This is an optimization exercise on Yosys and OpenROAD, whose aim is small area, a short achievable clock period and few clock cycles per item, not a production implementation.
At most, simulation tests tie the RTL to the original design; equivalence was not proved.
Power figures rest on the tool's default switching activity, not on a simulated workload.

Setup of raven:
// sliding_window_anagram_match
module sliding_window_anagram_match
#(
  parameter int MAX_PATTERN = 256,
  parameter int ALPHABET    = 26
) (
  input  logic                 clk,
  input  logic                 rst,
  input  logic                 s_tvalid,
  output logic                 s_tready,
  input  logic [swam_pkg::S_TDATA_W-1:0] s_tdata,    
  input  logic [swam_pkg::S_TUSER_W-1:0] s_tuser,    
  input  logic                 s_tlast,
  output logic                 m_tvalid,
  input  logic                 m_tready,
  output logic [swam_pkg::M_TDATA_W-1:0] m_tdata,    
  output logic                 m_tlast
);
  localparam int LW    = swam_pkg::LETTER_W;
  localparam int PTR_W = $clog2(MAX_PATTERN);           
  localparam int CNT_W = PTR_W + 1;                     
  localparam int FW    = 4;                             
  localparam int BL    = 1 << FW;                       
  localparam int NB    = MAX_PATTERN / BL - 1;          
  localparam int QD    = 4;                             
  logic          rdy_q, rdy_o;    
  logic          s_fire, sym_ok;
  logic          clr1, pat1, txt1, last1;
  logic [LW-1:0] let1;
  assign s_tready = rdy_o;
  assign s_fire   = s_tvalid && rdy_q;
  assign sym_ok   = s_tdata[LW-1:0] < LW'(ALPHABET);
  always_ff @(posedge clk) begin
    clr1  <= rst || (s_fire && s_tuser == swam_pkg::OP_CLEAR);
  ...
For scale: about 26 I/O pins, ~0.055 sq mm of cells after synthesis.
Settings: LEC_CHECK=0, CAP_MARGIN=20, CORE_MARGIN=2, CORE_UTILIZATION=70, CTS_BUF_LIST=sky130_fd_sc_hd__clkbuf_4 sky130_fd_sc_hd__clkbuf_8 sky130_fd_sc_hd__clkbuf_16, CTS_CLUSTER_DIAMETER=80, CTS_CLUSTER_SIZE=24, SLEW_MARGIN=20; clock period 13.0 ns.
standard.sh (not shown) runs the stock make flow with config.mk's settings and CLKGATE_MAP_FILE= SYNTH_SCRIPT=/design/flow/synth_recipe.tcl, a recipe that flattens the netlist after the stock synthesis.
==> flow/flow/run.sh <==
#!/bin/bash
set -uo pipefail
bash standard.sh \
  BUFFER_PORTS_ARGS="-buffer_cell sky130_fd_sc_hd__buf_4" \
  SETUP_SLACK_MARGIN=9.2 \
  finish > standard.log 2>&1
Both conditions hold for raven: the flow ran to the end and the final layout passed the timing, DRC and antenna checks.
Testbench counts of raven, summed over its fixed seeds: cycles 77,933, items 52,211.
The following lists how willow was set up differently from raven:
-- flow/config.mk --
<<< raven, line 11
export CTS_BUF_LIST = sky130_fd_sc_hd__clkbuf_4 sky130_fd_sc_hd__clkbuf_8 sky130_fd_sc_hd__clkbuf_16
export CTS_CLUSTER_DIAMETER = 80
export CTS_CLUSTER_SIZE = 24
>>> willow, line 11
export CTS_BUF_LIST = sky130_fd_sc_hd__clkbuf_8
export CTS_CLUSTER_DIAMETER = 50
export CTS_CLUSTER_SIZE = 18
[summary]
willow: flow completed, timing, DRC and antenna clean. willow against raven: total wirelength of the detailed-routed design went down 4.0%, overall power went up 270 uW, setup slack went down 150 ps, internal portion of total power went up about 1.8%.
Inputs modified between willow and garnet:
-- flow/config.mk --
<<< willow, line 11
export CTS_BUF_LIST = sky130_fd_sc_hd__clkbuf_8
export CTS_CLUSTER_DIAMETER = 50
export CTS_CLUSTER_SIZE = 18
>>> garnet, line 11
export CTS_BUF_LIST = sky130_fd_sc_hd__clkbuf_16
export CTS_CLUSTER_DIAMETER = 80
export CTS_CLUSTER_SIZE = 24
Results
From willow to garnet the numbers moved as follows: buffer count excluding the clock tree in the final layout went down, wire length per cell went up.
Fraction of the core area covered by cells at the end of the flow: garnet lower than willow
Looking only at slew at the pin with the worst max-slew slack, and setting everything else aside, the lower value of garnet and willow goes to garnet.
On global-route usage: garnet sits above willow.
garnet vs. willow: total routed wirelength +about 4.6%; worst hold slack saw a decrease.

========
== oak ==
sliding_window_anagram_match, a different RTL version from the one above (not shown whole).
Size in the first run: about 3100 cells after synthesis, about 1600 flip-flops, about 26 I/O pins, about 55000 um^2 of cells after synthesis.
clock: 13.0 ns
lec_check: 0
cap_margin: 20
core_margin: 2
core_utilization: 70
cts_buf_list: sky130_fd_sc_hd__clkbuf_16
cts_cluster_diameter: 90
cts_cluster_size: 28
slew_margin: 20
Scripts as last shown in full above: flow/flow/run.sh
oak was carried through to the last stage, and its layout satisfied the timing, DRC and antenna checks.
Edits applied to the flow inputs when going from oak to pine:
# oak
export LEC_CHECK = 0
export CAP_MARGIN = 20
export CORE_MARGIN = 2
export CORE_UTILIZATION = 70
export CTS_BUF_LIST = sky130_fd_sc_hd__clkbuf_16
export CTS_CLUSTER_DIAMETER = 90
export CTS_CLUSTER_SIZE = 28
export SLEW_MARGIN = 20
create_clock -name core_clock -period 13.0 [get_ports {clk}]
# pine
export LEC_CHECK = 0
export CAP_MARGIN = 20
export CORE_MARGIN = 2
export CORE_UTILIZATION = 70
export CTS_BUF_LIST = sky130_fd_sc_hd__clkbuf_16
export CTS_CLUSTER_DIAMETER = 80
export CTS_CLUSTER_SIZE = 24
export SLEW_MARGIN = 20
create_clock -name core_clock -period 13.0 [get_ports {clk}]
### Flow results
Fraction of area in clock buffers and inverters in pine vs oak: up 0.50 points. [compare] base=oak new=pine: count of clock-buffer cells in the layout picked up an extra about 13%; final cell count without fillers neither gained nor lost much. Relative to oak, global-route usage increased by 0.21 points in pine. Maximum frequency: pine vs oak — no meaningful difference. Between pine and oak, the count of buffers inserted at the top-level ports figures differ only marginally. On sequential power, oak tracks pine almost exactly. From oak to pine the numbers moved as follows: total power increased by 0.00019 W relative to the old numbers, setup slack increased 4.3 ps, clock period minus final worst setup slack now smaller.
No functional check of the RTL was part of any run of this note.

========
Another version of the RTL of sliding_window_anagram_match (not shown whole).
For scale: ~3,100 cells after synthesis, ~1,600 flip-flops, about 26 I/O pins, ~55,000 um^2 of cells after synthesis.
## sliding_window_anagram_match
module sliding_window_anagram_match
#(
  parameter int MAX_PATTERN = 256,
  parameter int ALPHABET    = 26
) (
  input  logic                 clk,
  input  logic                 rst,
  input  logic                 s_tvalid,
  output logic                 s_tready,
  input  logic [swam_pkg::S_TDATA_W-1:0] s_tdata,    
  input  logic [swam_pkg::S_TUSER_W-1:0] s_tuser,    
  input  logic                 s_tlast,
  output logic                 m_tvalid,
  input  logic                 m_tready,
  output logic [swam_pkg::M_TDATA_W-1:0] m_tdata,    
  output logic                 m_tlast
);
clock: 13.0 ns
lec_check: 0
cap_margin: 50
core_margin: 2
core_utilization: 40
slew_margin: 70
run.sh (not shown) runs the stock make flow with config.mk's settings and CLKGATE_MAP_FILE= SYNTH_SCRIPT=/design/flow/synth_recipe.tcl, a recipe that flattens the netlist after the stock synthesis.
Stock flow here: none of the scripts above is used.
The first run went through all stages and came out clean.
Change:
Settings changed: CAP_MARGIN 50 to 20, SLEW_MARGIN 70 to 20.
- routed wire length is lower by 1.3%
- core utilization went down by 0.99 points
- via count drops by 0.86%
- flip-flop and latch count is unchanged
- worst setup slack is about the same
- clock skew went up by 7.0 ps
- die area is unchanged
- power went up by 1.6%
- synthesized cell count is unchanged
Function was not checked in any run of this note: the RTL went through the layout flow alone.

========
sliding_window_anagram_match, a different RTL version from the one above (not shown whole).
For scale: about 3100 cells after synthesis, roughly 1600 flip-flops, about 26 I/O pins.
Settings: LEC_CHECK=0, CAP_MARGIN=20, CORE_MARGIN=2, CORE_UTILIZATION=60, CTS_BUF_LIST=sky130_fd_sc_hd__clkbuf_16, CTS_CLUSTER_DIAMETER=80, CTS_CLUSTER_SIZE=24, SLEW_MARGIN=20; clock period 13.0 ns.
standard.sh (not shown) runs the stock make flow with config.mk's settings and CLKGATE_MAP_FILE= SYNTH_SCRIPT=/design/flow/synth_recipe.tcl, a recipe that flattens the netlist after the stock synthesis.
==> flow/flow/run.sh <==
#!/bin/bash
set -uo pipefail
bash standard.sh \
  BUFFER_PORTS_ARGS="-buffer_cell sky130_fd_sc_hd__buf_4" \
  SETUP_SLACK_MARGIN=9.45 \
  finish > standard.log 2>&1
The first run completed with no timing, DRC or antenna violations.
Testbench counts at the start, summed over its fixed seeds: cycles 77,933, items 52,211.
==> next run, changes <==
==> flow/flow/run.sh (replaced) <==
#!/bin/bash
set -uo pipefail
bash standard.sh \
  BUFFER_PORTS_ARGS="-buffer_cell sky130_fd_sc_hd__buf_4" \
  SETUP_SLACK_MARGIN=9.2 \
  finish > standard.log 2>&1
=>
- The new run ran to the end with no violations
- worst setup slack degrades by 0.014 ns
- clock power barely changes
- die area does not change
- count of clock-buffer cells in the layout stays the same
- non-clock buffer count does not change
- routed wire length rose slightly
- maximum frequency fell slightly

========
The RTL this note starts from:
==> flow/design.v <==
package swam_pkg;
  localparam int LETTER_W = 5;
  localparam int S_TDATA_W = 8;
  localparam int S_TUSER_W = 2;
  localparam int M_TDATA_W = 8;
  typedef enum logic [S_TUSER_W-1:0] {
    OP_CLEAR   = 2'd0,
    OP_PATTERN = 2'd1,
    OP_TEXT    = 2'd2
  } swam_op_t;
endpackage
module sliding_window_anagram_match
#(
  parameter int MAX_PATTERN = 256,
  parameter int ALPHABET    = 26
) (
  input  logic                 clk,
  input  logic                 rst,
  input  logic                 s_tvalid,
  output logic                 s_tready,
  input  logic [swam_pkg::S_TDATA_W-1:0] s_tdata,    
  input  logic [swam_pkg::S_TUSER_W-1:0] s_tuser,    
  input  logic                 s_tlast,
  output logic                 m_tvalid,
  input  logic                 m_tready,
  output logic [swam_pkg::M_TDATA_W-1:0] m_tdata,    
  output logic                 m_tlast
);
  localparam int LW    = swam_pkg::LETTER_W;
  localparam int PTR_W = $clog2(MAX_PATTERN);           
  localparam int CNT_W = PTR_W + 1;                     
  localparam int FW    = 4;                             
  localparam int BL    = 1 << FW;                       
  localparam int NB    = MAX_PATTERN / BL - 1;          
  localparam int QD    = 4;                             
  logic          rdy_q;
  logic          s_fire, sym_ok;
  logic          clr1, pat1, txt1, last1;
  logic [LW-1:0] let1;
  assign s_tready = rdy_q;
  assign s_fire   = s_tvalid && rdy_q;
  assign sym_ok   = s_tdata[LW-1:0] < LW'(ALPHABET);
  always_ff @(posedge clk) begin
    clr1  <= rst || (s_fire && s_tuser == swam_pkg::OP_CLEAR);
    pat1  <= !rst && s_fire && s_tuser == swam_pkg::OP_PATTERN && sym_ok;
    txt1  <= !rst && s_fire && s_tuser == swam_pkg::OP_TEXT && sym_ok;
    let1  <= s_tdata[LW-1:0];
    last1 <= s_tlast;
  end
  logic [CNT_W-1:0] plen_m1;       
  logic [PTR_W-1:0] tcnt;          
  logic             full;          
  logic             tstart;        
  logic             ovf;
  logic             lmax;          
  logic             clr, lnz, pat_add, pat_drop, txt_win, win_dec;
  logic [LW-1:0]    tap;           
  assign clr      = clr1;          
  assign lnz      = !plen_m1[CNT_W-1];
  assign pat_add  = pat1 && !tstart && !lmax;
  assign pat_drop = pat1 && !tstart && lmax;
  assign txt_win  = txt1 && lnz;
  assign win_dec  = txt_win && full;
  always_ff @(posedge clk) begin
    if (clr) begin
      plen_m1 <= '1;
      tcnt    <= '0;
      full    <= 1'b0;
      tstart  <= 1'b0;
      ovf     <= 1'b0;
      lmax    <= 1'b0;
    end else begin
      if (pat_add) begin
        plen_m1 <= plen_m1 + CNT_W'(1);
        lmax    <= (plen_m1 == CNT_W'(MAX_PATTERN - 2));
      end
      if (txt_win && !full) begin
        tcnt <= tcnt + PTR_W'(1);
        if (tcnt == plen_m1[PTR_W-1:0]) full <= 1'b1;
      end
      if (txt1) tstart <= 1'b1;
      if (pat_drop) ovf <= 1'b1;
    end
  end
  logic [PTR_W-FW-1:0] nblk;
  logic [LW-1:0]       blk_out [NB+1];
  logic [LW-1:0]       seg_in [FW+1];
  assign nblk       = plen_m1[PTR_W-1:FW];
  assign blk_out[0] = let1;
  for (genvar j = 0; j < NB; j++) begin : g_blk
    logic [LW*BL-1:0] sr;
    logic             en;
    assign en = txt_win && (nblk > (PTR_W-FW)'(j));
    always_ff @(posedge clk) begin
      if (en) sr <= {sr[LW*BL-LW-1:0], blk_out[j]};
    end
    assign blk_out[j+1] = sr[LW*BL-1 -: LW];
  end
  assign seg_in[FW] = blk_out[nblk];
  for (genvar k = FW - 1; k >= 0; k--) begin : g_seg
    localparam int N = 1 << k;
    logic [LW*N-1:0] sr;
    logic            en;
    assign en = txt_win && plen_m1[k];
    always_ff @(posedge clk) begin
      if (en) begin
        if (N == 1) sr <= seg_in[k+1];
        else        sr <= {sr[LW*N-LW-1:0], seg_in[k+1]};
      end
    end
    assign seg_in[k] = plen_m1[k] ? sr[LW*N-1 -: LW] : seg_in[k+1];
  end
  always_ff @(posedge clk) begin
    if (txt_win) tap <= seg_in[0];
  end
  logic [CNT_W-1:0]    diff [ALPHABET];
  logic [ALPHABET-1:0] dz;
  for (genvar i = 0; i < ALPHABET; i++) begin : g_cnt
    logic hit_new, hit_old, up, dn;
    assign hit_new = (let1 == LW'(i));
    assign hit_old = win_dec && (tap == LW'(i));
    assign up = txt_win && hit_new && !hit_old;
    assign dn = (pat_add && hit_new) || (hit_old && !hit_new);
    always_ff @(posedge clk) begin
      if (clr)     diff[i] <= CNT_W'(1);
      else if (up) diff[i] <= {diff[i][CNT_W-2:0], diff[i][8] ^ diff[i][4]};
      else if (dn) diff[i] <= {diff[i][0] ^ diff[i][5], diff[i][CNT_W-1:1]};
    end
    assign dz[i] = (diff[i] == CNT_W'(1));
  end
  logic v2, last2, found, match, found_o;
  always_ff @(posedge clk) begin
    v2    <= txt1 && !rst;
    last2 <= last1;
  end
  assign match   = !lnz || (full && (&dz));
  assign found_o = found || match;
  always_ff @(posedge clk) begin
    if (clr)     found <= 1'b0;
    else if (v2) found <= found_o;
  end
  logic [3:0]        q  [QD];      
  logic [QD-1:0]     qv;           
  logic [3:0]        q_in;
  logic              pop, rdy_next;
  logic              mvld;         
  logic [2:0]        base;
  assign q_in = {last2, ovf, found_o, match};
  assign pop  = qv[0] && m_tready;
  always_ff @(posedge clk) begin
    for (int j = 0; j < QD; j++) begin
      if (pop) begin
        if (j + 1 < QD && qv[j+1]) q[j] <= q[j+1];
        else if (v2 && (j == 0 || qv[j]))      q[j] <= q_in;
      end else begin
        if (v2 && !qv[j] && (j == 0 || qv[j-1])) q[j] <= q_in;
      end
    end
    mvld <= !rst && (v2 || (pop ? qv[1] : qv[0]));
    if (rst) begin
      qv <= '0;
    end else begin
      case ({pop, v2})
        2'b10:   qv <= qv >> 1;
        2'b01:   qv <= {qv[QD-2:0], 1'b1};
        default: qv <= qv;
      endcase
    end
  end
  always_comb begin
    base = 3'(v2) + 3'(txt1);
    for (int j = 0; j < QD; j++) base = base + 3'(qv[j]);
    case (base)
      3'd0, 3'd1, 3'd2: rdy_next = 1'b1;
      3'd3:             rdy_next = !s_fire || pop;
      default:          rdy_next = pop;
    endcase
  end
  always_ff @(posedge clk) begin
    if (rst) rdy_q <= 1'b1;
    else     rdy_q <= rdy_next;
  end
  assign m_tvalid = mvld;
  assign m_tdata  = {(swam_pkg::M_TDATA_W - 3)'(0), q[0][2:0]};
  assign m_tlast  = q[0][3];
endmodule
Settings: LEC_CHECK=0, CAP_MARGIN=20, CORE_MARGIN=2, CORE_UTILIZATION=60, CTS_BUF_LIST=sky130_fd_sc_hd__clkbuf_16, CTS_CLUSTER_DIAMETER=100, CTS_CLUSTER_SIZE=30, SLEW_MARGIN=20; clock period 13.0 ns.
run.sh (not shown) runs the stock make flow with config.mk's settings and CLKGATE_MAP_FILE= SYNTH_SCRIPT=/design/flow/synth_recipe.tcl, a recipe that flattens the netlist after the stock synthesis.
Stock flow here: none of the scripts above is used.
Rerun with:
==> flow/flow/run.sh (new file) <==
#!/bin/bash
set -uo pipefail
bash standard.sh \
  BUFFER_PORTS_ARGS="-buffer_cell sky130_fd_sc_hd__buf_4" \
  SETUP_SLACK_MARGIN=9.2 \
  finish > standard.log 2>&1
==> flow/standard.sh (new file) <==
#!/bin/bash
# synth_recipe.tcl (not shown) runs the flow's synth.tcl, then flattens the netlist and writes it again
# the make line also repeats each setting of config.mk as NAME=value (left out here)
make -C /OpenROAD-flow-scripts/flow DESIGN_CONFIG=/design/flow/config.mk WORK_HOME=/design/flow/orfs CLKGATE_MAP_FILE= SYNTH_SCRIPT=/design/flow/synth_recipe.tcl "${@:-finish}"
--- a/flow/config.mk
+++ b/flow/config.mk
@@ -8,7 +8,4 @@
 export CAP_MARGIN = 20
 export CORE_MARGIN = 2
-export CORE_UTILIZATION = 60
-export CTS_BUF_LIST = sky130_fd_sc_hd__clkbuf_16
-export CTS_CLUSTER_DIAMETER = 100
-export CTS_CLUSTER_SIZE = 30
+export CORE_UTILIZATION = 40
 export SLEW_MARGIN = 20
removed: flow/run.sh
The changed run ran to the end with no violations.
Final area went up by about 7%.
Wire length went up by 0.90%.
Combinational power hardly moves.
Sequential share of layout area went down by 5.0 points.
First-iteration DRC count went up by 15%.
Via count went up by about 0.9%.
Register-to-register slack improved by 0.43 ns.
Hold slack got worse by 0.010 ns.
Rerun with:
--- a/flow/config.mk
+++ b/flow/config.mk
@@ -8,4 +8,7 @@
 export CAP_MARGIN = 20
 export CORE_MARGIN = 2
-export CORE_UTILIZATION = 40
+export CORE_UTILIZATION = 60
+export CTS_BUF_LIST = sky130_fd_sc_hd__clkbuf_16
+export CTS_CLUSTER_DIAMETER = 100
+export CTS_CLUSTER_SIZE = 30
 export SLEW_MARGIN = 20
Outcome: Wire length went down by 0.35%; cell area decreases by 6.4%; power falls by 21%; sequential power barely changes; count of clock-buffer cells in the layout decreases by 146; register-to-register slack improved by 0.10 ns; utilization went up by 19 points; worst setup slack is better by 0.11 ns; area after synthesis is unchanged.
No run of this note included a check of the RTL's function; only the layout flow was run.

[re-timing with driven ports]
The flow's constraints put no driver on any port. The routed layouts listed below were extracted and timed again, unchanged, in two steps.
Step 1 assumes that a clkbuf_16 drives the clock port and a buf_2 every other input.
Step 2 times the ports against the registers' clock, not the clock port: input delays grow and output delays shrink by t, the midpoint of the rising clock arrivals with the driver on.
Slacks: no drivers / after step 1 / after step 2; pairs: no drivers / after step 1.
| run | t (ns) | setup WS [ns] | worst hold slack (ns) | worst register clock-pin slew, ns | pins driven straight from the clock port |
|---|---|---|---|---|---|
| raven | 0.694 | 9.306 / 9.239 / 8.881 | 0.336 / 0.336 / 0.336 | 0.10 / 0.10 | 1 |
| willow | 0.830 | 9.156 / 9.099 / 8.882 | 0.339 / 0.339 / 0.339 | 0.10 / 0.10 | 1 |
| garnet | 0.698 | 9.307 / 9.238 / 8.877 | 0.336 / 0.336 / 0.336 | 0.10 / 0.10 | 1 |
| oak | 0.717 | 9.248 / 9.176 / 8.999 | 0.357 / 0.357 / 0.357 | 0.11 / 0.11 | 1 |
| pine | 0.722 | 9.252 / 9.181 / 9.006 | 0.348 / 0.348 / 0.348 | 0.10 / 0.10 | 1 |
| the first run of note 3 | 0.820 | 8.019 / 8.067 / 7.247 | 0.330 / 0.330 / 0.330 | 0.07 / 0.07 | 1 |
| the second run of note 3 | 0.829 | 8.022 / 8.065 / 7.236 | 0.329 / 0.329 / 0.329 | 0.07 / 0.07 | 1 |
| the first run of note 4 | 0.733 | 9.262 / 9.189 / 9.158 | 0.337 / 0.337 / 0.337 | 0.10 / 0.10 | 1 |
| the second run of note 4 | 0.724 | 9.249 / 9.185 / 8.980 | 0.336 / 0.336 / 0.336 | 0.10 / 0.10 | 1 |
| the first run of note 5 | 0.732 | 8.759 / 8.695 / 8.535 | 0.340 / 0.340 / 0.340 | 0.12 / 0.12 | 1 |
| the second run of note 5 | 0.827 | 9.068 / 8.998 / 9.130 | 0.330 / 0.330 / 0.330 | 0.08 / 0.08 | 1 |
| the third run of note 5 | 0.748 | 9.183 / 9.112 / 9.246 | 0.350 / 0.350 / 0.350 | 0.12 / 0.12 | 1 |
After both steps setup and hold are still met in every run listed. The setup slack of the second run of note 3, which loses most, moves by +0.043 ns with the drivers and by -0.786 ns with both steps.
